From an optimization exercise on the open Yosys and OpenROAD flow, aimed at small area, a short achievable clock period and few clock cycles per item; shortcuts taken in it are not production practice. Function was checked by simulation only, so behaviour that the tests miss may differ from the original. Power figures rest on the tool's default switching activity, not on a simulated workload.

==> design/flow/flow/run.sh <==
#!/bin/bash
# Standard layout, with plain buffers on the ports and resizing not tied to
# cell footprints. Each step's own log is also kept under orfs/logs/.
set -euo pipefail
bash standard.sh \
  "BUFFER_PORTS_ARGS=-buffer_cell sky130_fd_sc_hd__buf_1" \
  MATCH_CELL_FOOTPRINT=0 \
  finish > standard.log 2>&1
==> design/flow/standard.sh <==
#!/bin/bash
# synth_recipe.tcl (not shown) runs the flow's synth.tcl, then flattens the netlist and writes it again
# the make line also repeats each setting of config.mk as NAME=value (left out here)
make -C /OpenROAD-flow-scripts/flow DESIGN_CONFIG=/design/flow/config.mk WORK_HOME=/design/flow/orfs CLKGATE_MAP_FILE= SYNTH_SCRIPT=/design/flow/synth_recipe.tcl "${@:-finish}"
==> design/flow/config.mk <==
export PLATFORM = sky130hd
export DESIGN_NAME = mul_axil
export DESIGN_NICKNAME = mul_axil
export VERILOG_FILES = /design/flow/design.v
export SDC_FILE = /design/flow/constraint.sdc
export NUM_CORES = 4
export LEC_CHECK = 0
export CAP_MARGIN = 20
export CORE_MARGIN = 2
export CORE_UTILIZATION = 75
export CTS_BUF_LIST = sky130_fd_sc_hd__clkbuf_4 sky130_fd_sc_hd__clkbuf_8
export CTS_CLUSTER_SIZE = 50
export SETUP_SLACK_MARGIN = 0.7
export SLEW_MARGIN = 20
==> design/flow/constraint.sdc <==
create_clock -name core_clock -period 3.2 [get_ports {Clk}]
set_input_delay 0.6400 -clock core_clock [delete_from_list [all_inputs] [get_ports {Clk}]]
set_output_delay 0.6400 -clock core_clock [all_outputs]
set_load 0.01 [all_outputs]
==> design/flow/design.v <==
module mul_axil (
  input  logic        Clk,
  input  logic        arst_n,
  input  logic        s_awvalid,
  output logic        s_awready,
  input  logic [7:0]  s_awaddr,
  input  logic        s_wvalid,
  output logic        s_wready,
  input  logic [31:0] s_wdata,
  input  logic [3:0]  s_wstrb,
  output logic        s_bvalid,
  input  logic        s_bready,
  output logic [1:0]  s_bresp,
  input  logic        s_arvalid,
  output logic        s_arready,
  input  logic [7:0]  s_araddr,
  output logic        s_rvalid,
  input  logic        s_rready,
  output logic [31:0] s_rdata,
  output logic [1:0]  s_rresp
);
  logic        bvalid, rvalid;
  logic        bresp_err;
  logic [31:0] rdata;
  logic [15:0] opa, opb;
  logic wr_fire, rd_fire, ctrl_go;
  logic aw_a, aw_b, aw_c;
  assign wr_fire = s_awvalid & s_wvalid & ~bvalid;
  assign rd_fire = s_arvalid & ~rvalid;
  assign aw_a = (s_awaddr == 8'h00);
  assign aw_b = (s_awaddr == 8'h04);
  assign aw_c = (s_awaddr == 8'h08);
  assign ctrl_go = wr_fire & aw_c & s_wstrb[0] & s_wdata[0];
  always_ff @(posedge Clk or negedge arst_n) begin
    if (!arst_n) begin
      opa <= '0;
      opb <= '0;
    end else begin
      if (wr_fire & aw_a & s_wstrb[0]) opa[7:0]  <= s_wdata[7:0];
      if (wr_fire & aw_a & s_wstrb[1]) opa[15:8] <= s_wdata[15:8];
      if (wr_fire & aw_b & s_wstrb[0]) opb[7:0]  <= s_wdata[7:0];
      if (wr_fire & aw_b & s_wstrb[1]) opb[15:8] <= s_wdata[15:8];
    end
  end
  logic        busy;           
  logic        fin;            
  logic [1:0]  cnt;            
  logic [3:0]  dig;            
  logic [15:0] hs, hc;
  logic [3:0]  ps, pc;
  logic [19:0] hi;
  logic [11:0] lo;
  logic        done;
  logic        has;            
  function automatic logic [39:0] csa(input logic [19:0] x, input logic [19:0] y,
                                      input logic [19:0] z);
    logic [19:0] s, c;
    s = x ^ y ^ z;
    c = ((x & y) | (x & z) | (y & z)) << 1;
    csa = {s, c};
  endfunction
  logic [4:0]  pr;
  logic [19:0] r0, r1, r2, r3, r4, r5;
  logic [19:0] s1, c1, s2, c2, s3, c3, sn, cn;
  assign pr = {1'b0, ps} + {1'b0, pc};
  assign r0 = {4'h0, hs & {16{busy}}};
  assign r1 = {4'h0, hc & {16{busy}}};
  assign r2 = {4'h0, opb & {16{dig[0]}}};
  assign r3 = {3'h0, opb & {16{dig[1]}}, pr[4] & busy};
  assign r4 = {2'h0, opb & {16{dig[2]}}, 2'h0};
  assign r5 = {1'h0, opb & {16{dig[3]}}, 3'h0};
  assign {s1, c1} = csa(r0, r1, r2);
  assign {s2, c2} = csa(r3, r4, r5);
  assign {s3, c3} = csa(s1, c1, s2);
  assign {sn, cn} = csa(s3, c3, c2);
  always_ff @(posedge Clk) begin
    hs <= sn[19:4];
    hc <= cn[19:4];
    ps <= sn[3:0];
    pc <= cn[3:0];
  end
  always_ff @(posedge Clk) begin
    if (busy) begin
      lo <= {pr[3:0], lo[11:4]};
    end
    if (fin) begin
      hi <= {hs, ps} + {hc, pc};
    end
  end
  always_ff @(posedge Clk or negedge arst_n) begin
    if (!arst_n) begin
      cnt  <= '0;
      busy <= 1'b0;
      fin  <= 1'b0;
      done <= 1'b0;
      has  <= 1'b0;
    end else begin
      if (ctrl_go | busy) begin
        cnt <= cnt + 2'd1;
      end
      if (ctrl_go) begin
        busy <= 1'b1;
        has  <= 1'b1;
      end else if (cnt == 2'd3) begin
        busy <= 1'b0;
      end
      fin <= busy & (cnt == 2'd3);
      if (ctrl_go) begin
        done <= 1'b0;
      end else if (busy & (cnt == 2'd1)) begin
        done <= 1'b1;
      end
    end
  end
  always_ff @(posedge Clk) begin
    if (busy) begin
      case (cnt)
        2'd1:    dig <= opa[11:8];
        2'd2:    dig <= opa[15:12];
        default: dig <= opa[3:0];
      endcase
    end else begin
      dig <= ctrl_go ? opa[7:4] : opa[3:0];
    end
  end
  logic sel_a, sel_b, sel_p, st_done, rd_err;
  logic [7:0] ra;
  assign ra = s_araddr;
  always_ff @(posedge Clk or negedge arst_n) begin
    if (!arst_n) begin
      bvalid <= 1'b0;
      rvalid <= 1'b0;
    end else begin
      if (wr_fire)       bvalid <= 1'b1;
      else if (s_bready) bvalid <= 1'b0;
      if (rd_fire)       rvalid <= 1'b1;
      else if (s_rready) rvalid <= 1'b0;
    end
  end
  always_ff @(posedge Clk) begin
    if (!bvalid) bresp_err <= ~(aw_a | aw_b | aw_c);
    if (!rvalid) begin
      sel_a   <= (ra == 8'h00);
      sel_b   <= (ra == 8'h04);
      sel_p   <= (ra == 8'h10) & ~busy & has;
      st_done <= (ra == 8'h0C) & done;
      rd_err  <= ~((ra == 8'h00) | (ra == 8'h04) | (ra == 8'h08) | (ra == 8'h0C)
                   | (ra == 8'h10));
    end
  end
  assign rdata = ({32{sel_p}} & {hi, lo})
               | {16'h0, {16{sel_a}} & opa}
               | {16'h0, {16{sel_b}} & opb}
               | {31'h0, st_done};
  assign s_awready = ~bvalid;
  assign s_wready  = ~bvalid;
  assign s_bvalid  = bvalid;
  assign s_bresp   = {bresp_err, 1'b0};
  assign s_arready = ~rvalid;
  assign s_rvalid  = rvalid;
  assign s_rdata   = rdata;
  assign s_rresp   = {rd_err, 1'b0};
endmodule
==> impl_metrics.json, run 1 <==
{
  "status": "no timing/DRC/antenna violations",
  "io_pins": 100,
  "dr.pass1.iters": 6,
  "clkLatencyLatePin_ps": 440,
  "instances_no_fill": 838,
  "place.gp.congestion": 0.875,
  "gr-max-usage-layer": "met2",
  "drive_above_1_share_pct": 12.0,
  "antenna_cells": 0,
  "grt_pass1_wl_um": 24500,
  "cp-endpoint": "hi[16]",
  "rows": 35,
  "r2r_end": "hi[16]",
  "hold_class": "in2async",
  "wirelength_um": 15400,
  "dr_total_vias": 5053,
  "ys_warn_count": 1,
  "finalSetupViolations": 0,
  "grt_remaining_overflow": 0,
  "synth_edf_count": 38,
  "place_inst": 800,
  "die_x_um": 100,
  "use_met1_pct": 41.7,
  "synth_seq_cells": 119,
  "tritoncts": "built",
  "fin_nets": 861,
  "skew_ps": 13.2,
  "synthMostInstantiatedCell": "nand2_1",
  "synth_top_area_share_pct": 17.3,
  "yosys.cell_types.count": 54,
  "synthTopCellsByCount": "104 x nand2_1, 72 x inv_1, 60 x fa_1",
  "fmax_ghz": 0.412,
  "synth_flop_cell": "dfxtp_1",
  "hpwl_um": 11100,
  "n_fill_cell": 496,
  "syn2layout_area_growth_pct": 12.1,
  "worstPathRequired_ps": 3370,
  "crit_fanout": 4,
  "holdBufCountCts": 0,
  "dieArea_um2": 10000,
  "yosysTopAreaCell": "fa_1",
  "cp-startpoint": "ps[2]",
  "cts_buffer_depth": 2,
  "grt_usage_pct": 32.5,
  "endpoint_kind": "register",
  "die_height_um": 100,
  "syn_avg_cell_area_um2": 11.0,
  "maxCapViolations": 0,
  "route.detailed.drc": 0,
  "async_reset_ff_share_pct": 33.6,
  "grt_max_degree": 41,
  "h-tree-depth": 4,
  "crit_path_start_kind": "register",
  "worst_slew_pin_slew_ps": 958,
  "ir_worst_vdd_uv": 274,
  "portBuffers": 79,
  "r2r_start": "ps[2]",
  "pwr_density_cell_nw_per_um2": 399,
  "finalSetupTns_ps": 0,
  "core-area_um2": 9110,
  "p_leak_nw": 3.42,
  "grt_antenna_before_repair": 0,
  "grt_pass1_vias": 5175,
  "clkSinkCount": 119,
  "path_class": "reg2reg",
  "gr-usage-met2_pct": 55.5,
  "use_met3_pct": 7.73,
  "ant_nets": 0,
  "viasPerCell": 6.03,
  "r2r_slack_ps": 780,
  "max_slew_margin_pct": 36.2,
  "slew_viol_final": 0,
  "synthCells": 630,
  "cts_buffers": 17,
  "cts_root_buf": "clkbuf_8",
  "min_period_ps": 2420,
  "finalCritPeriodShare_pct": 75.8,
  "drtIter0Drc": 456,
  "initial_core_util_pct": 76.2,
  "syn_area_um2": 6940,
  "rsz0062_at_grt": "yes",
  "crit_arrival_ps": 2590,
  "wire_per_inst_um": 18.4,
  "finalHoldViolations": 0,
  "r2r_cells": 7,
  "cts.clk_slew.worst_paths_ps": 80,
  "yosysSeqAreaShare_pct": 42.7,
  "synthTopCellsByArea": "fa_1 17%, edfxtp_1 16%, dfrtp_1 14%, dfxtp_1 12%, nand2_1 5.6%"
}
[where the power goes]
part,leakage [nW],internal [W],switching (W)
registers,1.20,0.00158,0.0000257
logic,2.03,0.0000818,0.000131
clock network,0.187,0.000627,0.000661
[layer usage]
metal  part of all wire [%]  routed length, um
met2                     52               8010
met1                     39               5950
met3                    7.0               1080
met5                      0                  0
met4                    2.6                408
[cell usage in the layout, fill, tap and decap left out, types with 3 or more instances in the layout]
cell type	n
buf_1	78
a222oi_1	15
a211oi_1	5
o221a_2	3
o21a_1	4
clkbuf_8	17
dfxtp_1	37
fa_1	60
a21o_1	7
a21oi_1	9
nand3_1	12
xor2_1	4
nand3b_1	4
dfrtp_1	39
mux2_2	32
and3_1	6
ha_1	28
edfxtp_1	38
inv_1	72
o21ai_0	13
clkinv_4	5
buf_12	4
clkinv_2	3
xnor2_1	9
dfxtp_2	4
and2_1	35
a31oi_1	4
nor3_1	5
nand2_1	104
nor2_1	24
[what timing repair did]
action	4_1_cts	5_1_grt
setup endpoints to repair	36	56
gates resized for setup	5	2
hold endpoints to repair	0	0
pin swaps	0	1
cloned	0	0
setup buffers	1	5
[worst min path at each step]
stage	startpoint	endpoint	slack [ps]	depth (start not counted)
after floorplan	arst_n	busy	340	0
after global placement	ps[1]	lo[9]	420	0
after detailed placement	lo[11]	lo[7]	440	0
after CTS	s_rready	rvalid	350	2
after global routing	s_rready	rvalid	390	2
final	arst_n	cnt[1]	340	1
[registers in the layout, summed over array words and instances, names as in the netlist, 2 cells and up]
name / count
opa: 16
lo: 12
opb: 16
hi: 20
pc: 2
ps: 4
dig: 4
hc: 16
cnt: 2
hs: 15
[metrics by stage]
step                      total power [W]  setup WS [ps]  utilization [%]  hold WS [ps]  instance area [um^2]
after detailed placement          0.00182            514             80.0           438                  7280
after global placement            0.00182            574             80.0           424                  7280
final                             0.00310            775             85.4           340                  7780
after global routing              0.00320            651             85.4           394                  7780
after CTS                         0.00309            682             84.2           351                  7670
after floorplan                   0.00174            701                -           344                  6950
[worst max-delay path: stages, from the launching register on]
cell      delay, ps
dfxtp_1         320
ha_1            240
fa_1            470
a21o_1          230
a22o_1          270
o31ai_4         300
and2_1          200
o311ai_0        130
[area by class of cell]
class / count / area [um^2] / share of cell area [%]
Multi-Input combinational cell: 418 / 3620 / 46.5
Clock inverter: 14 / 128 / 1.64
Inverter: 72 / 270 / 3.47
Clock buffer: 18 / 241 / 3.10
Sequential cell: 119 / 2970 / 38.2
Timing Repair Buffer: 86 / 408 / 5.24
Tap cell: 111 / 139 / 1.79
[logic make-up (layout without fill, tap and decap cells)]
kind of cell             Yosys count  count (layout)  share of synthesized area, %
other                              1               2                        0.0541
buffers and inverters             94             190                          5.37
adder cells (fa/ha/maj)           88              88                          22.4
AO/OA/AOI/OAI                     78              78                          8.62
AND/OR/NAND/NOR                  204             204                          13.9
XOR/XNOR                          13              13                          1.64
multiplexers                      33              33                          5.34
flip-flops                       119             119                          42.7
Testbench counts, summed over its fixed seeds: cycles 5,120, items 512.
==> run 2: changes to the inputs <==
--- a/design/flow/config.mk
+++ b/design/flow/config.mk
@@ -9,6 +9,7 @@
 export CORE_MARGIN = 2
 export CORE_UTILIZATION = 75
 export CTS_BUF_LIST = sky130_fd_sc_hd__clkbuf_4 sky130_fd_sc_hd__clkbuf_8
+export CTS_CLUSTER_DIAMETER = 100
 export CTS_CLUSTER_SIZE = 50
 export SETUP_SLACK_MARGIN = 0.7
 export SLEW_MARGIN = 20
==> impl_metrics.json, run 2 <==
{
  "status": "no timing/DRC/antenna violations",
  "cts_buffers": 17,
  "fin_nets": 861,
  "p_leak_nw": 3.42,
  "hold_ws_ps": 340,
  "synthTopCellsByArea": "fa_1 17%, edfxtp_1 16%, dfrtp_1 14%, dfxtp_1 12%, nand2_1 5.6%",
  "cts_buffer_depth": 2,
  "tritoncts": "built",
  "initial_core_util_pct": 76.2,
  "grt_antenna_before_repair": 0,
  "pwr_density_cell_nw_per_um2": 399,
  "crit_path_start_kind": "register",
  "wirelength_um": 15400,
  "dr.pass1.iters": 6,
  "path_buf_inv": 0,
  "ys_warn_count": 1,
  "final_common_cell": "nand2_1",
  "die_height_um": 100,
  "grt_pass1_wl_um": 24500,
  "rsz0062_at_grt": "yes",
  "power.share.sequential_pct": 51.7,
  "intPower_w": 0.00229,
  "clkPwrFrac_pct": 41.5,
  "place.gp.congestion": 0.875,
  "synth_edf_count": 38,
  "synthCells": 630,
  "ant_nets": 0,
  "dr_total_vias": 5053,
  "rows": 35,
  "worst_slew_pin_slew_ps": 958,
  "register_area_um2": 2970,
  "r2r_slack_ps": 780,
  "syn_area_um2": 6940,
  "final_cell_area_um2": 7780,
  "finalSetupViolations": 0,
  "final_core_util_pct": 85.4,
  "skew_ps": 13.2,
  "synthTopCellsByCount": "104 x nand2_1, 72 x inv_1, 60 x fa_1",
  "synth_top_area_share_pct": 17.3,
  "fmax_ghz": 0.412,
  "setup_slack_ps": 775,
  "critical_path.slowest_cell": "fa_1",
  "r2r_end": "hi[16]",
  "synth_flop_cell": "dfxtp_1",
  "async_reset_ff_share_pct": 33.6,
  "yosys.cell_types.count": 54,
  "max_slew_margin_pct": 36.2,
  "cts.clk_slew.worst_paths_ps": 80,
  "grt_max_degree": 41,
  "yosysSeqAreaShare_pct": 42.7,
  "finalSetupTns_ps": 0,
  "ir_worst_vdd_uv": 274,
  "pwr-share-comb_pct": 6.9,
  "place_ws_ps": 514,
  "clkLatencyLatePin_ps": 440,
  "portBuffers": 79,
  "wire_per_inst_um": 18.4,
  "grt_usage_pct": 32.5,
  "drive_above_1_share_pct": 12.0,
  "maxCapViolations": 0,
  "viasPerCell": 6.03,
  "dieArea_um2": 10000,
  "most-common-layout-cells": "104 x nand2_1, 78 x buf_1, 72 x inv_1",
  "finalCritPeriodShare_pct": 75.8,
  "h-tree-depth": 4,
  "endpoint_kind": "register",
  "io_pins": 100,
  "n_fill_cell": 496,
  "multi_input_area_um2": 3620,
  "clkSinkCount": 119,
  "crit_fanout": 4,
  "cpLargestDelayFamily": "compound AO/OA/AOI/OAI gates",
  "hold_class": "in2async",
  "top_register": "hi",
  "hpwl_um": 11100,
  "die_x_um": 100,
  "r2r_start": "ps[2]",
  "grt_remaining_overflow": 0,
  "cts_root_buf": "clkbuf_8",
  "route.detailed.drc": 0,
  "synthMostInstantiatedCell": "nand2_1",
  "syn2layout_area_growth_pct": 12.1,
  "swShare_pct": 26.3,
  "post_dp_cell_area_um2": 7280,
  "slew_viol_final": 0,
  "drtIter0Drc": 456,
  "worstPathRequired_ps": 3370,
  "power.switching_w": 0.000818,
  "finalHoldViolations": 0,
  "crit_arrival_ps": 2590,
  "synth_seq_cells": 119,
  "core-area_um2": 9110,
  "cp_slowest_stage_delay_ps": 470,
  "syn_avg_cell_area_um2": 11.0,
  "yosysTopAreaCell": "fa_1",
  "min_period_ps": 2420,
  "cp_cell_sequence": "ha_1 > fa_1 > a21o_1 > a22o_1 > o31ai_4 > and2_1 > o311ai_0",
  "largest_reg_flops": 20,
  "path_class": "reg2reg",
  "grt_pass1_vias": 5175,
  "antenna_cells": 0,
  "r2r_cells": 7
}
==> run 2: power by group through the flow <==
stage          combinational [W]  sequential [W]  clock (W)
2_1_floorplan           0.000112         0.00163          0
5_1_grt                 0.000233         0.00161    0.00136
3_3_place_gp            0.000162         0.00165          0
4_1_cts                 0.000175         0.00162    0.00129
6_report                0.000213         0.00160    0.00129
3_5_place_dp            0.000168         0.00166          0
==> run 2: logic make-up after synthesis <==
kind of cell,count (synthesis),share of synthesized area [%]
and+or+nand+nor,204,13.9
muxes,33,5.34
DFF,119,42.7
adders and majority gates,88,22.4
AOI/OAI and AO/OA,78,8.62
other,1,0.0541
buffers and inverters,94,5.37
xor gates and xnor gates,13,1.64
==> run 2: per-stage QoR <==
stage / std cells / power [W]
final: 838 / 0.00310
after global routing: 838 / 0.00320
after CTS: 833 / 0.00309
after detailed placement: 800 / 0.00182
after global placement: 800 / 0.00182
after floorplan: 631 / 0.00174
==> run 2: worst register-to-register path, delay by kind of cell (launching register included) <==
family,cells,cell delay (ps)
AND/OR/NAND/NOR,1,210
flip-flops,1,320
adder cells (fa/ha/maj),2,710
AO/OA/AOI/OAI,4,930
==> run 2: final cells by class <==
class	instances	share of cell area [%]
Clock buffer	18	3.10
Inverter	72	3.47
Clock inverter	14	1.64
Multi-Input combinational cell	418	46.5
Tap cell	111	1.79
Sequential cell	119	38.2
Timing Repair Buffer	86	5.24
==> run 2: timing repair <==
action                                  4_1_cts  5_1_grt
hold buffers                                  0        0
setup buffers                                 1        5
hold endpoints to repair                      0        0
pin swaps                                     0        1
endpoints found under the setup margin       36       56
resized for setup                             5        2
==> run 2: worst max-delay path by stage <==
stage,startpoint,end,slack (ps),cells after the start
after floorplan,busy,ps[3],700,7
after global placement,ps[2],hi[16],570,7
after detailed placement,ps[2],hi[16],510,7
after CTS,ps[2],hi[16],680,7
after global routing,ps[2],hi[16],650,7
final,ps[2],hi[16],780,7
==> run 2: routing by layer <==
metal	share of wire, %	GRT usage, %
met5	0	0
met4	2.6	9.91
met2	52	55.5
met1	39	41.7
met3	7.0	7.73
==> run 3: changes to the inputs <==
--- a/design/flow/config.mk
+++ b/design/flow/config.mk
@@ -9,7 +9,7 @@
 export CORE_MARGIN = 2
 export CORE_UTILIZATION = 75
 export CTS_BUF_LIST = sky130_fd_sc_hd__clkbuf_4 sky130_fd_sc_hd__clkbuf_8
-export CTS_CLUSTER_DIAMETER = 100
-export CTS_CLUSTER_SIZE = 50
+export CTS_CLUSTER_DIAMETER = 60
+export CTS_CLUSTER_SIZE = 40
 export SETUP_SLACK_MARGIN = 0.7
 export SLEW_MARGIN = 20
==> impl_metrics.json, run 3 <==
{
  "async_reset_ff_share_pct": 33.6,
  "syn2layout_area_growth_pct": 12.1,
  "drive_above_1_share_pct": 12.0,
  "synth_top_area_share_pct": 17.3,
  "portBuffers": 79,
  "swShare_pct": 26.3,
  "core-area_um2": 9110,
  "ys_warn_count": 1,
  "cts_buffers": 17,
  "rsz0062_at_grt": "yes",
  "synth_fa_ha_area_share_pct": 22.4,
  "cts_buffer_depth": 2,
  "synth_flop_cell": "dfxtp_1",
  "synth_top_family_by_area": "adder cells",
  "yosys.area_share.simple_pct": 13.9,
  "grt_max_degree": 41,
  "fmax_ghz": 0.412,
  "pwr_density_cell_nw_per_um2": 399,
  "wirelength_um": 15400,
  "die_x_um": 100,
  "instances_no_fill": 838,
  "antenna_cells": 0,
  "min_period_ps": 2420,
  "crit_arrival_ps": 2590,
  "grt_pass1_wl_um": 24500,
  "viasPerCell": 6.03,
  "r2r_cells": 7,
  "finalSetupTns_ps": 0,
  "dr_total_vias": 5053,
  "fin_nets": 861,
  "hold_class": "in2async",
  "yosysTopAreaCell": "fa_1",
  "intPower_w": 0.00229,
  "final_core_util_pct": 85.4,
  "path_class": "reg2reg",
  "worst_slew_pin_slew_ps": 958,
  "wire_per_inst_um": 18.4,
  "path_depth": 7,
  "holdBufCountCts": 0,
  "synthTopCellsByCount": "104 x nand2_1, 72 x inv_1, 60 x fa_1",
  "routed.top_layer": "met4",
  "status": "no timing/DRC/antenna violations",
  "n_fill_cell": 496,
  "tritoncts": "built",
  "cp_slowest_stage_delay_ps": 470,
  "io_pins": 100,
  "crit_path_start_kind": "register",
  "yosysSeqAreaShare_pct": 42.7,
  "drtIter0Drc": 456,
  "h-tree-depth": 4,
  "cts.clk_slew.worst_paths_ps": 80,
  "synthMostInstantiatedCell": "nand2_1",
  "finalCritPeriodShare_pct": 75.8,
  "most-common-layout-cells": "104 x nand2_1, 78 x buf_1, 72 x inv_1",
  "final_common_cell": "nand2_1",
  "ant_nets": 0,
  "finalSetupViolations": 0,
  "yosys.cell_types.count": 54,
  "power.switching_w": 0.000818,
  "slew_viol_final": 0,
  "route.detailed.drc": 0,
  "place_inst": 800,
  "die_height_um": 100,
  "dr.pass1.iters": 6,
  "dr_wl_met2_um": 8010,
  "maxCapViolations": 0,
  "clkLatencyLatePin_ps": 440,
  "power.share.sequential_pct": 51.7,
  "cpLargestDelayFamily": "compound AO/OA/AOI/OAI gates",
  "cp_cell_sequence": "ha_1 > fa_1 > a21o_1 > a22o_1 > o31ai_4 > and2_1 > o311ai_0",
  "power_w": 0.00310,
  "grt_antenna_before_repair": 0,
  "critical_path.slowest_cell": "fa_1",
  "grt_remaining_overflow": 0,
  "synthTopCellsByArea": "fa_1 17%, edfxtp_1 16%, dfrtp_1 14%, dfxtp_1 12%, nand2_1 5.6%",
  "largest_reg_flops": 20,
  "wl_met1_um": 5950,
  "syn_avg_cell_area_um2": 11.0,
  "top_register": "hi",
  "crit_fanout": 4,
  "max_slew_margin_pct": 36.2,
  "endpoint_kind": "register",
  "worstPathRequired_ps": 3370,
  "hpwl_um": 11100,
  "synthXorXnorAreaFrac_pct": 1.64,
  "grt_pass1_vias": 5175,
  "met3_length_um": 1080,
  "yosys-mux-area-fraction_pct": 5.34,
  "ir_worst_vdd_uv": 274,
  "synth_edf_count": 38,
  "synth_seq_cells": 119,
  "syn_area_um2": 6940,
  "synth_compound_area_share_pct": 8.62,
  "place_ws_ps": 514,
  "path_buf_inv": 0,
  "p_leak_nw": 3.42,
  "clkPwrFrac_pct": 41.5,
  "place.gp.congestion": 0.875,
  "pwr-share-comb_pct": 6.9,
  "initial_core_util_pct": 76.2,
  "clkSinkCount": 119,
  "dieArea_um2": 10000,
  "synthCells": 630,
  "skew_ps": 13.2,
  "cts_root_buf": "clkbuf_8",
  "finalHoldViolations": 0,
  "setup_slack_ps": 775,
  "grt_usage_pct": 32.5,
  "rows": 35
}
==> run 3: cell counts after synthesis <==
Identical to the previous run, type by type.
==> run 3: stage by stage <==
stage | hold slack (ps) | instance area, um^2
after global placement | 424 | 7280
after floorplan | 344 | 6950
after detailed placement | 438 | 7280
after global routing | 394 | 7780
final | 340 | 7780
after CTS | 351 | 7670
==> run 3: layout make-up <==
| class | count | area (um^2) | area share (%) |
|---|---|---|---|
| clock inverters | 14 | 128 | 1.64 |
| well taps | 111 | 139 | 1.79 |
| multi-input cells | 418 | 3620 | 46.5 |
| clock buffers | 18 | 241 | 3.10 |
| repair buffers | 86 | 408 | 5.24 |
| inverters | 72 | 270 | 3.47 |
| flip-flops and latches | 119 | 2970 | 38.2 |
==> run 3: power by group through the flow <==
stage                     clock network [W]  logic (W)  registers, W
after floorplan                           0   0.000112       0.00163
after global placement                    0   0.000162       0.00165
after detailed placement                  0   0.000168       0.00166
after CTS                           0.00129   0.000175       0.00162
after global routing                0.00136   0.000233       0.00161
final                               0.00129   0.000213       0.00160
==> run 3: worst paths after layout <==
kind	start	to	slack [ps]
max	ps[2]	hi[16]	780
min	arst_n	cnt[1]	340
max reg2reg	ps[2]	hi[16]	780
min reg2reg	lo[11]	lo[7]	450
max in group asynchronous	arst_n	busy	2190
min in group core_clock	s_rready	rvalid	360
==> run 3: layer usage <==
metal  GRT usage, %  up-vias
met2           55.5      227
met3           7.73       42
met1           41.7     2495
met4           9.91        0
met5              0        -
li1               -     2289
==> run 3: worst register-to-register path: stages, from the launching register on <==
cell	delay (ps)
dfxtp_1	320
ha_1	240
fa_1	470
a21o_1	230
a22o_1	270
o31ai_4	300
and2_1	210
o311ai_0	130
==> run 3: what timing repair did <==
item	4_1_cts	5_1_grt
setup buffers	1	5
gates cloned	0	0
setup endpoints to repair	36	56
pin swaps	0	1
resized for setup	5	2
==> run 3: cells by family after synthesis <==
kind of cell,count (synthesis)
DFF,119
xor gates and xnor gates,13
muxes,33
adders and majority gates,88
other,1
AOI/OAI and AO/OA,78
buffers and inverters,94
and+or+nand+nor,204
==> run 4: changes to the inputs <==
--- a/design/flow/config.mk
+++ b/design/flow/config.mk
@@ -9,7 +9,7 @@
 export CORE_MARGIN = 2
 export CORE_UTILIZATION = 75
 export CTS_BUF_LIST = sky130_fd_sc_hd__clkbuf_4 sky130_fd_sc_hd__clkbuf_8
-export CTS_CLUSTER_DIAMETER = 60
-export CTS_CLUSTER_SIZE = 40
+export CTS_CLUSTER_SIZE = 30
+export GPL_TIMING_DRIVEN = 0
 export SETUP_SLACK_MARGIN = 0.7
 export SLEW_MARGIN = 20
==> impl_metrics.json, run 4 <==
{
  "status": "no timing/DRC/antenna violations",
  "setup_slack_ps": 676,
  "crit_path_start_kind": "register",
  "ir_worst_vdd_uv": 359,
  "n_fill_cell": 442,
  "final_common_cell": "nand2_1",
  "endpoint_kind": "register",
  "drtIter0Drc": 495,
  "holdBufCountCts": 0,
  "rsz0062_at_grt": "yes",
  "synthCells": 630,
  "finalSetupTns_ps": 0,
  "final_core_util_pct": 88.2,
  "cp_slowest_stage_delay_ps": 600,
  "grt_pass1_wl_um": 26000,
  "dr_total_vias": 5342,
  "antenna_cells": 0,
  "post_dp_cell_area_um2": 7420,
  "cp-endpoint": "hs[4]",
  "drive_above_1_share_pct": 16.0,
  "synth_flop_cell": "dfxtp_1",
  "ys_warn_count": 1,
  "min_period_ps": 2520,
  "cp-startpoint": "dig[1]",
  "slew_viol_final": 0,
  "clkSinkCount": 119,
  "grt_usage_pct": 34.9,
  "route.detailed.drc": 0,
  "hpwl_um": 11800,
  "die_x_um": 100,
  "place_ws_ps": 409,
  "syn2layout_area_growth_pct": 15.8,
  "finalHoldViolations": 0,
  "synth_edf_count": 38,
  "p_leak_nw": 3.59,
  "viasPerCell": 6.18,
  "initial_core_util_pct": 76.2,
  "crit_fanout": 10,
  "dieArea_um2": 10000,
  "portBuffers": 79,
  "cts_root_buf": "clkbuf_8",
  "yosys.cell_types.count": 54,
  "crit_arrival_ps": 2840,
  "worst_slew_pin_slew_ps": 977,
  "grt_max_degree": 24,
  "wirelength_um": 17500,
  "dr.pass1.iters": 6,
  "hold_class": "in2async",
  "clkLatencyLatePin_ps": 450,
  "top_register": "hi",
  "cpMostUsedCell": "fa_1",
  "largest_reg_flops": 20,
  "r2r_start": "dig[1]",
  "grt_remaining_overflow": 0,
  "cts_buffers": 17,
  "fmax_ghz": 0.396,
  "r2r_cells": 6,
  "io_pins": 100,
  "rows": 35,
  "cts_buffer_depth": 2,
  "synth_top_area_share_pct": 17.3,
  "grt_pass1_vias": 5382,
  "finalCritPeriodShare_pct": 78.9,
  "pwr_density_cell_nw_per_um2": 393,
  "most-common-layout-cells": "99 x nand2_1, 77 x buf_1, 70 x inv_1",
  "path_buf_inv": 2,
  "synthTopCellsByCount": "104 x nand2_1, 72 x inv_1, 60 x fa_1",
  "path_class": "reg2reg",
  "async_reset_ff_share_pct": 33.6,
  "maxCapViolations": 0,
  "yosysSeqAreaShare_pct": 42.7,
  "max_slew_margin_pct": 34.9,
  "cp_cell_sequence": "clkbuf_4 > nand2_1 > fa_1 > fa_1 > inv_1 > fa_1",
  "critical_path.slowest_cell": "fa_1",
  "core-area_um2": 9110,
  "fin_nets": 888,
  "die_height_um": 100,
  "synthTopCellsByArea": "fa_1 17%, edfxtp_1 16%, dfrtp_1 14%, dfxtp_1 12%, nand2_1 5.6%",
  "cts.clk_slew.worst_paths_ps": 80,
  "ant_nets": 0,
  "h-tree-depth": 4,
  "syn_avg_cell_area_um2": 11.0,
  "skew_ps": 19.5,
  "yosysTopAreaCell": "fa_1",
  "tritoncts": "built",
  "final_cell_area_um2": 8040,
  "cpLargestDelayFamily": "adder cells",
  "synthMostInstantiatedCell": "nand2_1",
  "wire_per_inst_um": 20.2,
  "path_depth": 6,
  "place.gp.congestion": 0.902,
  "worstPathRequired_ps": 3520,
  "finalSetupViolations": 0,
  "syn_area_um2": 6940,
  "synth_seq_cells": 119,
  "grt_antenna_before_repair": 0,
  "r2r_end": "hs[4]",
  "r2r_slack_ps": 680
}
[run 4: cell counts after synthesis]
No cell type changed its count.
[run 4: per-layer routing]
metal  vias to the layer above  wire, um  global-route usage [%]
met5                         -         0                       0
met4                         0       638                    14.8
met3                        54      1580                    9.54
met2                       292      8870                    56.8
met1                      2643      6410                    44.5
li1                       2353         -                       -
[run 4: area by class of cell]
cell class                      count  area (um^2)  area share, %
Tap cell                          111          139           1.73
Sequential cell                   119         2980           37.1
Clock buffer                       18          241           3.00
Buffer                             22          196           2.44
Inverter                           72          270           3.36
Timing Repair Buffer               91          427           5.31
Multi-Input combinational cell    418         3640           45.4
Clock inverter                     14          140           1.74
[run 4: per-stage QoR]
stage               std cells  total power [W]  hold slack [ps]
floorplan                 631          0.00174              344
global placement          821          0.00183              420
detailed placement        822          0.00184              414
CTS                       856          0.00315              154
global route              865          0.00326              162
finish                    865          0.00316              150
[run 4: worst reg2reg max path, stage by stage, from the launching register on]
cell and delay (ps):
dfxtp_2 420, clkbuf_4 250, nand2_1 110, fa_1 530
fa_1 600, inv_1 70, fa_1 430
[run 4: cell families after synthesis]
kind of cell	count (synthesis)	share of synthesized area, %
other cells	1	0.0541
xor+xnor	13	1.64
buf+inv	94	5.37
flops	119	42.7
mux	33	5.34
simple gates	204	13.9
compound gates	78	8.62
fa+ha+maj	88	22.4
[run 4: timing repair]
item                                    CTS  global route
endpoints found under the setup margin   55            30
pin swaps                                 1             9
resized for setup                        35            43
cloned                                    0             1
setup buffers                             2             8
[run 4: how the worst min path moves through the flow]
stage / startpoint / slack (ps) / to
floorplan: arst_n / 340 / busy
global route: arst_n / 160 / bvalid
finish: arst_n / 150 / opb[8]
detailed placement: ps[1] / 410 / lo[9]
CTS: arst_n / 150 / opb[8]
global placement: ps[1] / 420 / lo[9]
[run 4: power by group]
part | internal, W | switching, W | total (W)
clock network | 0.000644 | 0.000687 | 0.00133
logic | 0.0000871 | 0.000143 | 0.000230
registers | 0.00158 | 0.0000243 | 0.00160
total | 0.00231 | 0.000854 | 0.00316
==> run 5: changes to the inputs <==
--- a/design/flow/config.mk
+++ b/design/flow/config.mk
@@ -8,8 +8,7 @@
 export CAP_MARGIN = 20
 export CORE_MARGIN = 2
 export CORE_UTILIZATION = 75
-export CTS_BUF_LIST = sky130_fd_sc_hd__clkbuf_4 sky130_fd_sc_hd__clkbuf_8
+export CTS_BUF_LIST = sky130_fd_sc_hd__clkbuf_4
 export CTS_CLUSTER_SIZE = 30
-export GPL_TIMING_DRIVEN = 0
 export SETUP_SLACK_MARGIN = 0.7
 export SLEW_MARGIN = 20
==> impl_metrics.json, run 5 <==
{
  "status": "no timing/DRC/antenna violations",
  "ir_worst_vdd_uv": 331,
  "path_class": "reg2out",
  "grt_pass1_vias": 5214,
  "endpoint_kind": "output pin",
  "holdBufCountCts": 0,
  "syn_area_um2": 6940,
  "most-common-layout-cells": "104 x nand2_1, 78 x buf_1, 72 x inv_1",
  "synthMostInstantiatedCell": "nand2_1",
  "yosys.cell_types.count": 54,
  "clkLatencyLatePin_ps": 540,
  "synth_flop_cell": "dfxtp_1",
  "crit_arrival_ps": 1840,
  "fin_nets": 861,
  "grt_usage_pct": 32.8,
  "dr.pass1.iters": 7,
  "cts_root_buf": "clkbuf_4",
  "core-area_um2": 9110,
  "finalSetupViolations": 0,
  "cp-startpoint": "sel_p",
  "r2r_cells": 6,
  "die_x_um": 100,
  "maxCapViolations": 0,
  "viasPerCell": 6.03,
  "worstPathRequired_ps": 2560,
  "cts.clk_slew.worst_paths_ps": 120,
  "p_leak_nw": 3.37,
  "place_ws_ps": 514,
  "r2r_end": "ps[3]",
  "grt_max_degree": 41,
  "skew_ps": 24.6,
  "multi_input_area_um2": 3620,
  "worst_slew_pin_slew_ps": 963,
  "cts_buffer_depth": 2,
  "cp-endpoint": "s_rdata[7]",
  "final_common_cell": "nand2_1",
  "synth_seq_cells": 119,
  "grt_remaining_overflow": 0,
  "ys_warn_count": 1,
  "synthCells": 630,
  "route.detailed.drc": 0,
  "crit_fanout": 17,
  "syn_avg_cell_area_um2": 11.0,
  "crit_path_start_kind": "register",
  "setup_slack_ps": 722,
  "max_slew_margin_pct": 35.8,
  "h-tree-depth": 4,
  "wirelength_um": 15200,
  "dr_total_vias": 5050,
  "rsz0062_at_grt": "yes",
  "clkSinkCount": 119,
  "drtIter0Drc": 428,
  "synthTopCellsByArea": "fa_1 17%, edfxtp_1 16%, dfrtp_1 14%, dfxtp_1 12%, nand2_1 5.6%",
  "place.gp.congestion": 0.875,
  "finalCritPeriodShare_pct": 77.4,
  "n_fill_cell": 516,
  "portBuffers": 79,
  "hold_class": "in2async",
  "initial_core_util_pct": 76.2,
  "syn2layout_area_growth_pct": 10.6,
  "yosysSeqAreaShare_pct": 42.7,
  "grt_antenna_before_repair": 0,
  "synthTopCellsByCount": "104 x nand2_1, 72 x inv_1, 60 x fa_1",
  "ant_nets": 0,
  "tritoncts": "built",
  "register_area_um2": 2970,
  "rows": 35,
  "final_cell_area_um2": 7670,
  "antenna_cells": 0,
  "fmax_ghz": 0.404,
  "drive_above_1_share_pct": 12.1,
  "largest_reg_flops": 20,
  "synth_edf_count": 38,
  "r2r_start": "opb[0]",
  "io_pins": 100,
  "slew_viol_final": 0,
  "die_height_um": 100,
  "min_period_ps": 2480,
  "grt_pass1_wl_um": 24700,
  "synth_top_area_share_pct": 17.3,
  "finalHoldViolations": 0,
  "r2r_slack_ps": 810,
  "yosysTopAreaCell": "fa_1",
  "hpwl_um": 11100,
  "async_reset_ff_share_pct": 33.6,
  "post_dp_cell_area_um2": 7280,
  "top_register": "hi",
  "finalSetupTns_ps": 0,
  "cts_buffers": 17,
  "dieArea_um2": 10000,
  "wire_per_inst_um": 18.1,
  "pwr_density_cell_nw_per_um2": 370
}
-- run 5: cell counts after synthesis --
Identical to the previous run, type by type.
-- run 5: area by class of cell --
cell class	count	share of cell area, %
Clock buffer	18	1.76
Multi-Input combinational cell	418	47.2
Sequential cell	119	38.7
Timing Repair Buffer	86	5.27
Inverter	72	3.52
Clock inverter	14	1.66
Tap cell	111	1.81
-- run 5: worst max-delay path, cell delays in order (launching register included) --
cell and delay, ps:
edfxtp_1 440, buf_12 180, a222oi_1 450, inv_1 90
buf_1 140
-- run 5: cell families (layout without fill, tap and decap cells) --
group / Yosys count / after routing / synth area share [%]
buf+inv: 94 / 190 / 5.37
other cells: 1 / 2 / 0.0541
xor+xnor: 13 / 13 / 1.64
mux: 33 / 33 / 5.34
simple gates: 204 / 204 / 13.9
compound gates: 78 / 78 / 8.62
flops: 119 / 119 / 42.7
fa+ha+maj: 88 / 88 / 22.4
-- run 5: how the worst min path moves through the flow --
stage          cells after the start     start  slack (ps)  endpoint
6_report                           1    arst_n         210    cnt[1]
5_1_grt                            1    arst_n         250    opa[8]
4_1_cts                            2  s_rready         230    rvalid
3_5_place_dp                       0    lo[11]         440     lo[7]
3_3_place_gp                       0     ps[1]         420     lo[9]
2_1_floorplan                      0    arst_n         340      busy
-- run 5: power breakdown --
group	switching, W	internal, W	total, W
logic	0.000131	0.0000817	0.000212
registers	0.0000257	0.00158	0.00160
clock network	0.000621	0.000399	0.00102
-- run 5: metrics by stage --
| step | hold WS, ps | cells | util, % | total power, W |
|---|---|---|---|---|
| 4_1_cts | 226 | 836 | 83.8 | 0.00285 |
| 5_1_grt | 248 | 838 | 84.2 | 0.00294 |
| 3_5_place_dp | 438 | 800 | 80.0 | 0.00182 |
| 3_3_place_gp | 424 | 800 | 80.0 | 0.00182 |
| 6_report | 215 | 838 | 84.2 | 0.00284 |
| 2_1_floorplan | 344 | 631 | - | 0.00174 |
-- run 5: timing repair --
action / in CTS / in global routing
endpoints found under the setup margin: 50 / 26
pin swaps: 0 / 1
gates resized for setup: 6 / 2
hold endpoints to repair: 0 / 0
buffers inserted: 4 / 2
-- run 5: per-layer routing --
| metal | share of wire (%) | global-route usage (%) |
|---|---|---|
| met5 | 0 | 0 |
| met4 | 3.0 | 11.7 |
| met3 | 7.7 | 7.17 |
| met2 | 51 | 56.3 |
| met1 | 38 | 41.6 |
==> run 6: changes to the inputs <==
--- a/design/flow/config.mk
+++ b/design/flow/config.mk
@@ -8,7 +8,7 @@
 export CAP_MARGIN = 20
 export CORE_MARGIN = 2
 export CORE_UTILIZATION = 75
-export CTS_BUF_LIST = sky130_fd_sc_hd__clkbuf_4
+export CTS_BUF_LIST = sky130_fd_sc_hd__clkbuf_8
 export CTS_CLUSTER_SIZE = 30
 export SETUP_SLACK_MARGIN = 0.7
 export SLEW_MARGIN = 20
==> impl_metrics.json, run 6 <==
{
  "r2r_slack_ps": 780,
  "max_slew_margin_pct": 36.4,
  "finalSetupViolations": 0,
  "io_pins": 100,
  "h-tree-depth": 4,
  "drtIter0Drc": 457,
  "yosys.cell_types.count": 54,
  "ys_warn_count": 1,
  "post_dp_cell_area_um2": 7280,
  "crit_path_start_kind": "register",
  "syn_area_um2": 6940,
  "initial_core_util_pct": 76.2,
  "finalSetupTns_ps": 0,
  "r2r_start": "ps[2]",
  "grt_usage_pct": 32.5,
  "place_inst": 800,
  "dr.pass1.iters": 5,
  "crit_fanout": 4,
  "slew_viol_final": 0,
  "die_x_um": 100,
  "pwr_density_cell_nw_per_um2": 397,
  "cts_buffer_depth": 2,
  "cts.clk_slew.worst_paths_ps": 80,
  "synth_flop_cell": "dfxtp_1",
  "antenna_cells": 0,
  "ant_nets": 0,
  "wire_per_inst_um": 18.5,
  "yosysTopAreaCell": "fa_1",
  "hpwl_um": 11100,
  "place.gp.congestion": 0.875,
  "place_ws_ps": 514,
  "final_common_cell": "nand2_1",
  "grt_pass1_wl_um": 24500,
  "r2r_end": "hi[16]",
  "finalCritPeriodShare_pct": 75.5,
  "worst_slew_pin_slew_ps": 954,
  "n_fill_cell": 496,
  "synth_edf_count": 38,
  "cts_root_buf": "clkbuf_8",
  "crit_arrival_ps": 2580,
  "viasPerCell": 6.06,
  "grt_max_degree": 41,
  "setup_slack_ps": 785,
  "worstPathRequired_ps": 3370,
  "most-common-layout-cells": "104 x nand2_1, 78 x buf_1, 73 x inv_1",
  "power_w": 0.00309,
  "p_leak_nw": 3.42,
  "clkSinkCount": 119,
  "final_cell_area_um2": 7770,
  "portBuffers": 79,
  "syn_avg_cell_area_um2": 11.0,
  "syn2layout_area_growth_pct": 12.0,
  "hold_class": "in2async",
  "die_height_um": 100,
  "fmax_ghz": 0.414,
  "async_reset_ff_share_pct": 33.6,
  "fin_nets": 861,
  "yosysSeqAreaShare_pct": 42.7,
  "maxCapViolations": 0,
  "largest_reg_flops": 20,
  "ir_worst_vdd_uv": 274,
  "rsz0062_at_grt": "yes",
  "status": "no timing/DRC/antenna violations",
  "synth_seq_cells": 119,
  "synthTopCellsByArea": "fa_1 17%, edfxtp_1 16%, dfrtp_1 14%, dfxtp_1 12%, nand2_1 5.6%",
  "min_period_ps": 2420,
  "finalHoldViolations": 0,
  "top_register": "hi",
  "grt_remaining_overflow": 0,
  "wirelength_um": 15500,
  "grt_pass1_vias": 5175,
  "endpoint_kind": "register",
  "instances_no_fill": 838,
  "cts_buffers": 17,
  "holdBufCountCts": 0,
  "rows": 35,
  "clkLatencyLatePin_ps": 430,
  "r2r_cells": 7,
  "core-area_um2": 9110,
  "dr_total_vias": 5082,
  "skew_ps": 12.7,
  "cp-startpoint": "ps[2]",
  "synthMostInstantiatedCell": "nand2_1",
  "synthCells": 630,
  "route.detailed.drc": 0,
  "tritoncts": "built",
  "drive_above_1_share_pct": 11.8,
  "grt_antenna_before_repair": 0,
  "path_class": "reg2reg",
  "synthTopCellsByCount": "104 x nand2_1, 72 x inv_1, 60 x fa_1",
  "dieArea_um2": 10000,
  "synth_top_area_share_pct": 17.3
}
==> run 6: worst max-delay path by stage <==
stage / to / slack, ps / cells past startpoint
final: hi[16] / 780 / 7
after global routing: hi[16] / 650 / 7
after CTS: hi[16] / 680 / 7
after detailed placement: hi[16] / 510 / 7
after global placement: hi[16] / 570 / 7
after floorplan: ps[3] / 700 / 7
==> run 6: report_power, final <==
part           internal (W)  leakage [nW]  switching, W
logic             0.0000818          2.03      0.000131
clock network      0.000615         0.188      0.000656
registers           0.00158          1.20     0.0000258
total               0.00227          3.42      0.000813
==> run 6: cell type report <==
type / instances / area (um^2) / share of cell area (%)
multi-input cells: 418 / 3620 / 46.6
flip-flops and latches: 119 / 2970 / 38.2
repair buffers: 86 / 408 / 5.25
inverters: 72 / 270 / 3.48
clock buffers: 17 / 234 / 3.01
well taps: 111 / 139 / 1.79
clock inverters: 15 / 131 / 1.69
==> run 6: metal layers <==
metal	part of all wire (%)	up-vias	global-route usage (%)
met2	52	220	55.5
met5	0	-	0
met4	2.7	0	9.91
met3	7.1	46	7.73
met1	39	2524	41.7
li1	-	2292	-
==> run 6: cells by family (layout without fill, tap and decap cells) <==
family	count (synthesis)	in the layout	synth area share [%]
XOR/XNOR	13	13	1.64
multiplexers	33	33	5.34
buffers and inverters	94	190	5.37
adder cells (fa/ha/maj)	88	88	22.4
flip-flops	119	119	42.7
other	1	2	0.0541
AND/OR/NAND/NOR	204	204	13.9
AO/OA/AOI/OAI	78	78	8.62
==> run 6: worst max-delay path: stages, from the launching register on <==
cell	delay, ps
dfxtp_1	320
ha_1	240
fa_1	460
a21o_1	230
a22o_1	270
o31ai_4	300
and2_1	200
o311ai_0	130
==> run 6: metrics by stage <==
step | hold slack (ps) | utilization, %
2_1_floorplan | 344 | -
5_1_grt | 394 | 85.3
4_1_cts | 351 | 84.2
3_5_place_dp | 438 | 80.0
3_3_place_gp | 424 | 80.0
6_report | 330 | 85.3
==> run 6: repair_timing <==
item	4_1_cts	5_1_grt
gates resized for setup	5	2
pin swaps	0	1
endpoints found under the setup margin	36	56
setup buffers	1	5
==> run 7: changes to the inputs <==
==> design/flow/config.mk (replaced) <==
export PLATFORM = sky130hd
export DESIGN_NAME = mul_axil
export DESIGN_NICKNAME = mul_axil
export VERILOG_FILES = /design/flow/design.v
export SDC_FILE = /design/flow/constraint.sdc
export NUM_CORES = 4
export LEC_CHECK = 0
export CAP_MARGIN = 20
export CORE_MARGIN = 2
export CORE_UTILIZATION = 60
export CTS_BUF_LIST = sky130_fd_sc_hd__clkbuf_4 sky130_fd_sc_hd__clkbuf_8
export SETUP_SLACK_MARGIN = 0.75
export SLEW_MARGIN = 20
==> impl_metrics.json, run 7 <==
{
  "status": "no timing/DRC/antenna violations",
  "tritoncts": "built",
  "finalCritPeriodShare_pct": 73.8,
  "syn_avg_cell_area_um2": 11.0,
  "finalSetupViolations": 0,
  "synthTopCellsByArea": "fa_1 17%, edfxtp_1 16%, dfrtp_1 14%, dfxtp_1 12%, nand2_1 5.6%",
  "top_register": "hi",
  "grt_usage_pct": 26.2,
  "pwr-share-comb_pct": 6.5,
  "slew_viol_final": 0,
  "dr_total_vias": 4925,
  "synth_flop_cell": "dfxtp_1",
  "clkSinkCount": 119,
  "crit_path_start_kind": "register",
  "skew_ps": 11.5,
  "synthTopCellsByCount": "104 x nand2_1, 72 x inv_1, 60 x fa_1",
  "grt_remaining_overflow": 0,
  "portBuffers": 79,
  "max_slew_margin_pct": 32.4,
  "cts.clk_slew.worst_paths_ps": 70,
  "power.switching_w": 0.000742,
  "antenna_cells": 0,
  "path_depth": 6,
  "syn2layout_area_growth_pct": 14.0,
  "synthMostInstantiatedCell": "nand2_1",
  "r2r_start": "opb[0]",
  "r2r_cells": 6,
  "route.detailed.drc": 0,
  "path_class": "reg2reg",
  "fin_nets": 866,
  "yosysTopAreaCell": "fa_1",
  "intPower_w": 0.00249,
  "ant_nets": 0,
  "place_inst": 833,
  "cp-endpoint": "ps[3]",
  "synth_top_area_share_pct": 17.3,
  "grt_max_degree": 41,
  "worstPathRequired_ps": 3580,
  "path_buf_inv": 2,
  "async_reset_ff_share_pct": 33.6,
  "io_pins": 100,
  "cpMostUsedCell": "fa_1",
  "final_common_cell": "nand2_1",
  "drive_above_1_share_pct": 13.1,
  "fmax_ghz": 0.423,
  "crit_arrival_ps": 2740,
  "h-tree-depth": 4,
  "instances_no_fill": 875,
  "wirelength_um": 15100,
  "p_leak_nw": 3.47,
  "cts_buffer_depth": 2,
  "cts_buffers": 17,
  "grt_pass1_vias": 5146,
  "worst_slew_pin_slew_ps": 1010,
  "synth_seq_cells": 119,
  "clkLatencyLatePin_ps": 440,
  "dieArea_um2": 12400,
  "drtIter0Drc": 366,
  "cts_root_buf": "clkbuf_8",
  "cp_slowest_stage_delay_ps": 540,
  "synth_edf_count": 38,
  "initial_core_util_pct": 61.0,
  "die_height_um": 112,
  "finalHoldViolations": 0,
  "ys_warn_count": 1,
  "r2r_slack_ps": 840,
  "cp_cell_sequence": "and2_1 > fa_1 > inv_1 > fa_1 > inv_1 > fa_1",
  "finalSetupTns_ps": 0,
  "hpwl_um": 11000,
  "pwr_density_cell_nw_per_um2": 409,
  "yosysSeqAreaShare_pct": 42.7,
  "hold_class": "in2async",
  "r2r_end": "ps[3]",
  "place.gp.congestion": 0.888,
  "maxCapViolations": 0,
  "cpLargestDelayFamily": "adder cells",
  "most-common-layout-cells": "104 x nand2_1, 78 x buf_1, 72 x inv_1",
  "cp-startpoint": "opb[0]",
  "viasPerCell": 5.63,
  "synthCells": 630,
  "wire_per_inst_um": 17.3,
  "yosys.cell_types.count": 54,
  "rsz0062_at_grt": "yes",
  "endpoint_kind": "register",
  "largest_reg_flops": 20,
  "syn_area_um2": 6940,
  "core-area_um2": 11400,
  "die_x_um": 112,
  "swShare_pct": 23.0,
  "power.share.sequential_pct": 49.6,
  "grt_antenna_before_repair": 0,
  "grt_pass1_wl_um": 25100,
  "critical_path.slowest_cell": "fa_1",
  "min_period_ps": 2360,
  "rows": 39,
  "dr.pass1.iters": 8,
  "crit_fanout": 5,
  "clkPwrFrac_pct": 44.0,
  "ir_worst_vdd_uv": 338
}
run 7: changes by cell type in the layout (fill, tap and decap cells not counted), sizes merged:
cell and delta:
clkbuf +6, buf +5, clkinvlp -1, clkinv -5
inv -2, bufinv +2
run 7: worst min-delay path by stage:
stage	from	endpoint	slack [ps]
after CTS	s_bready	bvalid	330
after global routing	s_bready	bvalid	360
after global placement	ps[0]	lo[8]	420
final	arst_n	bvalid	330
after detailed placement	ps[0]	hi[0]	430
after floorplan	arst_n	busy	340
run 7: kinds of logic after synthesis:
kind of cell	after synthesis	synth area share, %
AO/OA/AOI/OAI	78	8.62
other	1	0.0541
AND/OR/NAND/NOR	204	13.9
flip-flops	119	42.7
multiplexers	33	5.34
adder cells (fa/ha/maj)	88	22.4
XOR/XNOR	13	1.64
buffers and inverters	94	5.37
run 7: layer usage:
| metal | wire (um) | track usage (%) | vias up |
|---|---|---|---|
| met5 | 0 | 0 | - |
| met1 | 6400 | 34.2 | 2475 |
| met3 | 887 | 5.61 | 12 |
| met4 | 191 | 9.47 | 0 |
| li1 | - | - | 2304 |
| met2 | 7660 | 43.7 | 134 |
run 7: metrics by stage:
stage          total power (W)  hold WS [ps]  setup WS [ps]  util (%)  instance area [um^2]
3_5_place_dp           0.00183           426            520      64.5                  7330
3_3_place_gp           0.00182           423            549      64.5                  7330
2_1_floorplan          0.00174           344            755         -                  6960
4_1_cts                0.00326           333            739      69.0                  7850
6_report               0.00323           328            838      69.6                  7910
5_1_grt                0.00334           355            744      69.6                  7910
run 7: what timing repair did:
action,4_1_cts,5_1_grt
resized for setup,7,6
pin swaps,0,2
hold buffers,0,0
endpoints found under the setup margin,55,18
buffers inserted,5,5
endpoints found under the hold margin,0,0
run 7: power groups by stage:
stage	Combinational, W	Clock [W]	Sequential [W]
floorplan	0.000112	0	0.00163
global placement	0.000169	0	0.00165
detailed placement	0.000172	0	0.00165
CTS	0.000209	0.00144	0.00160
global route	0.000231	0.00150	0.00160
finish	0.000208	0.00142	0.00160
run 7: layout make-up:
class | instances | area [um^2]
multi-input combinational | 418 | 3630
fill | 899 | 3460
sequential | 119 | 2980
timing repair buffer | 91 | 445
clock buffer | 23 | 285
inverter | 72 | 270
tap | 143 | 179
clock inverter | 9 | 125
run 7: worst register-to-register path, cell delays in order (launching register included):
cell     delay (ps)
dfrtp_1         430
and2_1          180
fa_1            540
inv_1            60
fa_1            530
inv_1            50
fa_1            520
==> run 8: changes to the inputs <==
--- a/design/flow/config.mk
+++ b/design/flow/config.mk
@@ -9,5 +9,5 @@
 export CORE_MARGIN = 2
 export CORE_UTILIZATION = 60
 export CTS_BUF_LIST = sky130_fd_sc_hd__clkbuf_4 sky130_fd_sc_hd__clkbuf_8
-export SETUP_SLACK_MARGIN = 0.75
+export SETUP_SLACK_MARGIN = 0.85
 export SLEW_MARGIN = 20
==> impl_metrics.json, run 8 <==
{
  "finalSetupTns_ps": 0,
  "io_pins": 100,
  "ir_worst_vdd_uv": 373,
  "clkSinkCount": 119,
  "r2r_start": "busy",
  "yosysTopAreaCell": "fa_1",
  "dr_total_vias": 5067,
  "rsz0062_at_grt": "yes",
  "grt_max_degree": 41,
  "p_leak_nw": 3.58,
  "route.detailed.drc": 0,
  "rows": 39,
  "portBuffers": 79,
  "syn_avg_cell_area_um2": 11.0,
  "fin_nets": 876,
  "synthTopCellsByCount": "104 x nand2_1, 72 x inv_1, 60 x fa_1",
  "cts_buffers": 17,
  "synthMostInstantiatedCell": "nand2_1",
  "die_x_um": 112,
  "crit_path_start_kind": "register",
  "cts_root_buf": "clkbuf_8",
  "slew_viol_final": 0,
  "most-common-layout-cells": "92 x nand2_1, 77 x buf_1, 72 x inv_1",
  "initial_core_util_pct": 61.0,
  "fmax_ghz": 0.414,
  "synth_compound_area_share_pct": 8.62,
  "grt_antenna_before_repair": 0,
  "grt_usage_pct": 26.8,
  "finalCritPeriodShare_pct": 75.6,
  "yosysSeqAreaShare_pct": 42.7,
  "largest_reg_flops": 20,
  "ys_warn_count": 1,
  "skew_ps": 8.11,
  "cts.clk_slew.worst_paths_ps": 70,
  "viasPerCell": 5.73,
  "status": "no timing/DRC/antenna violations",
  "h-tree-depth": 4,
  "finalSetupViolations": 0,
  "wire_per_inst_um": 18.1,
  "tritoncts": "built",
  "syn_area_um2": 6940,
  "synth_fa_ha_area_share_pct": 22.4,
  "place.gp.congestion": 0.882,
  "syn2layout_area_growth_pct": 17.6,
  "clkLatencyLatePin_ps": 450,
  "die_height_um": 112,
  "r2r_slack_ps": 780,
  "n_fill_cell": 827,
  "core-area_um2": 11400,
  "holdBufCountCts": 0,
  "final_common_cell": "nand2_1",
  "hpwl_um": 11300,
  "r2r_cells": 6,
  "synth_seq_cells": 119,
  "wirelength_um": 16100,
  "r2r_end": "ps[1]",
  "grt_pass1_vias": 5190,
  "drive_above_1_share_pct": 17.7,
  "yosys-mux-area-fraction_pct": 5.34,
  "max_slew_margin_pct": 28.1,
  "ant_nets": 0,
  "hold_class": "in2async",
  "hold_ws_ps": 322,
  "synthXorXnorAreaFrac_pct": 1.64,
  "yosys.cell_types.count": 54,
  "final_core_util_pct": 71.7,
  "dr.pass1.iters": 8,
  "antenna_cells": 0,
  "grt_remaining_overflow": 0,
  "worst_slew_pin_slew_ps": 1080,
  "synth_top_family_by_area": "adder cells",
  "cts_buffer_depth": 2,
  "async_reset_ff_share_pct": 33.6,
  "drtIter0Drc": 390,
  "synthTopCellsByArea": "fa_1 17%, edfxtp_1 16%, dfrtp_1 14%, dfxtp_1 12%, nand2_1 5.6%",
  "synth_top_area_share_pct": 17.3,
  "maxCapViolations": 0,
  "path_class": "reg2reg",
  "worstPathRequired_ps": 3520,
  "synthCells": 630,
  "endpoint_kind": "register",
  "dieArea_um2": 12400,
  "grt_pass1_wl_um": 25400,
  "synth_edf_count": 38,
  "finalHoldViolations": 0,
  "top_register": "hi",
  "min_period_ps": 2420,
  "yosys.area_share.simple_pct": 13.9,
  "crit_fanout": 7,
  "pwr_density_cell_nw_per_um2": 407,
  "crit_arrival_ps": 2740,
  "synth_flop_cell": "dfxtp_1"
}
-- run 8: cell counts after synthesis --
Identical to the previous run, type by type.
-- run 8: final cells by class --
cell class	instances	area [um^2]	share of cell area (%)
clock buffers	20	256	3.14
clock inverters	12	176	2.16
inverters	72	270	3.31
multi-input cells	418	3690	45.2
flip-flops and latches	119	2990	36.6
well taps	143	179	2.19
repair buffers	101	596	7.30
-- run 8: layer usage --
layer	track usage, %	vias to the layer above	share of wire, %
li1	-	2331	-
met1	34.4	2542	42
met2	44.6	161	50
met3	6.04	33	5.6
met4	10.8	0	2.1
met5	0	-	0
-- run 8: critical path, cell delays in order, from the launching register on --
cell and delay, ps:
dfrtp_4 560, buf_4 180, clkbuf_16 150, and2_1 150
fa_1 410, fa_1 480, ha_1 350
-- run 8: cell families (layout without fill, tap and decap cells) --
group,count (synthesis),in the layout
and+or+nand+nor,204,204
DFF,119,119
buffers and inverters,94,205
adders and majority gates,88,88
AOI/OAI and AO/OA,78,78
muxes,33,33
xor gates and xnor gates,13,13
other,1,2
-- run 8: worst max path at each step --
stage               startpoint           to  slack [ps]  cells after the start
finish                    busy        ps[1]         780                      6
global route             pc[2]       hi[16]         730                      7
CTS                      sel_p  s_rdata[11]         830                      4
detailed placement       ps[2]       hi[16]         510                      7
global placement          busy        hs[4]         530                      5
floorplan                 busy        ps[3]         790                      7
-- run 8: what timing repair did --
item                       CTS  global route
gates cloned                 0             3
resized for setup            8            39
buffers inserted             7            11
setup endpoints to repair   66            26
pin swaps                    1            17
-- run 8: power by group --
| part | leakage, nW | total (W) | switching [W] | internal (W) |
|---|---|---|---|---|
| sequential | 1.19 | 0.00160 | 0.0000252 | 0.00158 |
| clock | 0.217 | 0.00150 | 0.000626 | 0.000873 |
| combinational | 2.17 | 0.000220 | 0.000131 | 0.0000884 |
| total | 3.58 | 0.00332 | 0.000782 | 0.00254 |
-- run 8: metrics by stage --
step           area (um^2)  total power [W]  instances  setup slack, ps
3_5_place_dp          7330          0.00183        832              509
6_report              8160          0.00332        885              782
3_3_place_gp          7330          0.00182        832              532
5_1_grt               8160          0.00343        885              726
2_1_floorplan         6980          0.00174        631              790
4_1_cts               7900          0.00334        871              828
==> run 9: changes to the inputs <==
--- a/design/flow/config.mk
+++ b/design/flow/config.mk
@@ -8,6 +8,6 @@
 export CAP_MARGIN = 20
 export CORE_MARGIN = 2
 export CORE_UTILIZATION = 60
-export CTS_BUF_LIST = sky130_fd_sc_hd__clkbuf_4 sky130_fd_sc_hd__clkbuf_8
-export SETUP_SLACK_MARGIN = 0.85
+export CTS_BUF_LIST = sky130_fd_sc_hd__clkbuf_4
+export SETUP_SLACK_MARGIN = 0.8
 export SLEW_MARGIN = 20
==> impl_metrics.json, run 9 <==
{
  "synthTopCellsByCount": "104 x nand2_1, 72 x inv_1, 60 x fa_1",
  "wire_per_inst_um": 17.3,
  "p_leak_nw": 3.46,
  "min_period_ps": 2480,
  "final_common_cell": "nand2_1",
  "crit_path_start_kind": "register",
  "yosys.cell_types.count": 54,
  "cts_root_buf": "clkbuf_4",
  "crit_fanout": 8,
  "yosysSeqAreaShare_pct": 42.7,
  "grt_antenna_before_repair": 0,
  "finalSetupViolations": 0,
  "status": "no timing/DRC/antenna violations",
  "syn_avg_cell_area_um2": 11.0,
  "hold_class": "in2async",
  "cts_buffers": 17,
  "drive_above_1_share_pct": 13.7,
  "io_pins": 100,
  "maxCapViolations": 0,
  "largest_reg_flops": 20,
  "ir_worst_vdd_uv": 285,
  "yosysTopAreaCell": "fa_1",
  "dieArea_um2": 12400,
  "portBuffers": 79,
  "skew_ps": 13.4,
  "worst_slew_pin_slew_ps": 1010,
  "crit_arrival_ps": 1840,
  "wirelength_um": 15100,
  "synthMostInstantiatedCell": "nand2_1",
  "post_dp_cell_area_um2": 7330,
  "endpoint_kind": "output pin",
  "clkSinkCount": 119,
  "synthCells": 630,
  "dr.pass1.iters": 8,
  "die_height_um": 112,
  "worstPathRequired_ps": 2560,
  "grt_pass1_wl_um": 24300,
  "grt_remaining_overflow": 0,
  "syn_area_um2": 6940,
  "synth_seq_cells": 119,
  "drtIter0Drc": 420,
  "viasPerCell": 5.69,
  "place.gp.congestion": 0.888,
  "finalCritPeriodShare_pct": 77.5,
  "met3_length_um": 936,
  "most-common-layout-cells": "103 x nand2_1, 73 x buf_1, 72 x inv_1",
  "rows": 39,
  "synth_flop_cell": "dfxtp_1",
  "h-tree-depth": 4,
  "cts_buffer_depth": 2,
  "slew_viol_final": 0,
  "clkLatencyLatePin_ps": 560,
  "initial_core_util_pct": 61.0,
  "grt_usage_pct": 25.7,
  "r2r_cells": 6,
  "finalSetupTns_ps": 0,
  "synth_edf_count": 38,
  "core-area_um2": 11400,
  "synth_top_area_share_pct": 17.3,
  "final_cell_area_um2": 7860,
  "path_class": "reg2out",
  "top_register": "hi",
  "pwr_density_cell_nw_per_um2": 396,
  "dr_total_vias": 4982,
  "route.detailed.drc": 0,
  "holdBufCountCts": 0,
  "grt_pass1_vias": 5036,
  "async_reset_ff_share_pct": 33.6,
  "max_slew_margin_pct": 32.7,
  "hpwl_um": 10900,
  "fin_nets": 865,
  "synthTopCellsByArea": "fa_1 17%, edfxtp_1 16%, dfrtp_1 14%, dfxtp_1 12%, nand2_1 5.6%",
  "dr_wl_met2_um": 7370,
  "grt_max_degree": 41,
  "finalHoldViolations": 0,
  "ant_nets": 0,
  "fmax_ghz": 0.403,
  "tritoncts": "built",
  "r2r_slack_ps": 870,
  "syn2layout_area_growth_pct": 13.3,
  "ys_warn_count": 1,
  "rsz0062_at_grt": "yes",
  "die_x_um": 112,
  "routed.top_layer": "met4",
  "wl_met1_um": 6360,
  "cts.clk_slew.worst_paths_ps": 110
}
[run 9: changes by cell type in the layout (fill, tap and decap cells not counted), sizes merged]
cell,previous run,this run
buf,97,85
diode,0,1
clkinv,5,4
bufinv,4,5
clkbuf,24,27
clkinvlp,2,0
[run 9: metrics by stage]
stage               power [W]  setup WS, ps  cells  hold slack [ps]  utilization [%]
global placement      0.00182           539    833              420             64.5
CTS                   0.00313           756    872              204             68.6
floorplan             0.00174           790    631              344                -
detailed placement    0.00183           493    833              420             64.5
global route          0.00321           663    874              236             69.1
finish                0.00312           719    875              211             69.2
[run 9: kinds of logic after synthesis]
kind of cell / count (synthesis) / share of synthesized area, %
and+or+nand+nor: 204 / 13.9
DFF: 119 / 42.7
buffers and inverters: 94 / 5.37
adders and majority gates: 88 / 22.4
AOI/OAI and AO/OA: 78 / 8.62
muxes: 33 / 5.34
xor gates and xnor gates: 13 / 1.64
other: 1 / 0.0541
[run 9: layer usage]
| layer | track usage (%) | vias to the layer above |
|---|---|---|
| met4 | 11.9 | 0 |
| li1 | - | 2311 |
| met1 | 32.8 | 2468 |
| met3 | 6.37 | 36 |
| met2 | 42.0 | 167 |
| met5 | 0 | - |
[run 9: power breakdown]
group	internal (W)	leakage, nW	switching (W)
Sequential	0.00158	1.20	0.0000251
Clock	0.000737	0.185	0.000567
Combinational	0.0000820	2.07	0.000128
Total	0.00239	3.46	0.000721
[run 9: worst max-delay path, cell delays in order (launching register included)]
cell and delay [ps]:
edfxtp_1 430, buf_6 170, a222oi_1 470, inv_1 80, clkbuf_2 140
[run 9: area by class of cell]
| cell class | instances | area, um^2 |
|---|---|---|
| repair buffers | 90 | 439 |
| inverters | 72 | 270 |
| well taps | 143 | 179 |
| fillers | 865 | 3510 |
| multi-input cells | 418 | 3650 |
| diodes | 1 | 2.50 |
| clock buffers | 22 | 165 |
| clock inverters | 10 | 176 |
| flip-flops and latches | 119 | 2980 |
[run 9: what timing repair did]
action,CTS,global route
gates resized for setup,10,14
endpoints found under the setup margin,65,29
setup buffers,7,2
pin swaps,8,8
[run 9: final timing paths]
kind | to | start
max in group asynchronous | busy | arst_n
worst max register to register | hs[8] | busy
worst min register to register | lo[9] | ps[1]
worst max-delay path | s_rdata[3] | sel_p
min in group core_clock | rvalid | s_rready
worst min-delay path | opb[6] | arst_n

-- afterwards: timing with drivers on the ports --
In the flow no input, the clock included, has a driving cell. The finished layouts below were timed again as built, in two steps. Step 1 (the two cells are an assumption about what drives the block):
set clk [get_ports {Clk}]
set_driving_cell -lib_cell sky130_fd_sc_hd__clkbuf_16 $clk
set_driving_cell -lib_cell sky130_fd_sc_hd__buf_2 [delete_from_list [all_inputs] $clk]
Step 2 times the ports against the registers' clock, not the clock port: input delays grow and output delays shrink by t, the midpoint of the rising clock arrivals with the driver on. a / b / c = no drivers / after step 1 / after step 2; a / b = the first two.
run | t (ns) | slack for setup (ns) | worst setup path at the end | slew at the worst register clock pin (ns) | worst slew at a driven data input, ns
run 1 | 0.463 | 0.775 / 0.775 / 0.511 | input to register | 0.08 / 0.08 | 0.05
run 2 | 0.463 | 0.775 / 0.775 / 0.511 | input to register | 0.08 / 0.08 | 0.05
run 3 | 0.463 | 0.775 / 0.775 / 0.511 | input to register | 0.08 / 0.08 | 0.05
run 4 | 0.472 | 0.676 / 0.676 / 0.536 | input to register | 0.09 / 0.09 | 0.04
run 5 | 0.560 | 0.722 / 0.690 / 0.539 | input to register | 0.13 / 0.13 | 0.05
run 6 | 0.460 | 0.785 / 0.785 / 0.511 | input to register | 0.08 / 0.08 | 0.05
run 7 | 0.471 | 0.838 / 0.838 / 0.541 | input to register | 0.07 / 0.07 | 0.04
run 8 | 0.480 | 0.782 / 0.782 / 0.459 | input to register | 0.07 / 0.07 | 0.04
run 9 | 0.584 | 0.719 / 0.684 / 0.524 | input to register | 0.11 / 0.11 | 0.04
After both steps setup and hold are still met in every run listed. For run 8, which loses most, drivers alone change the setup slack by 0.000 ns; drivers and shift together by -0.323 ns.
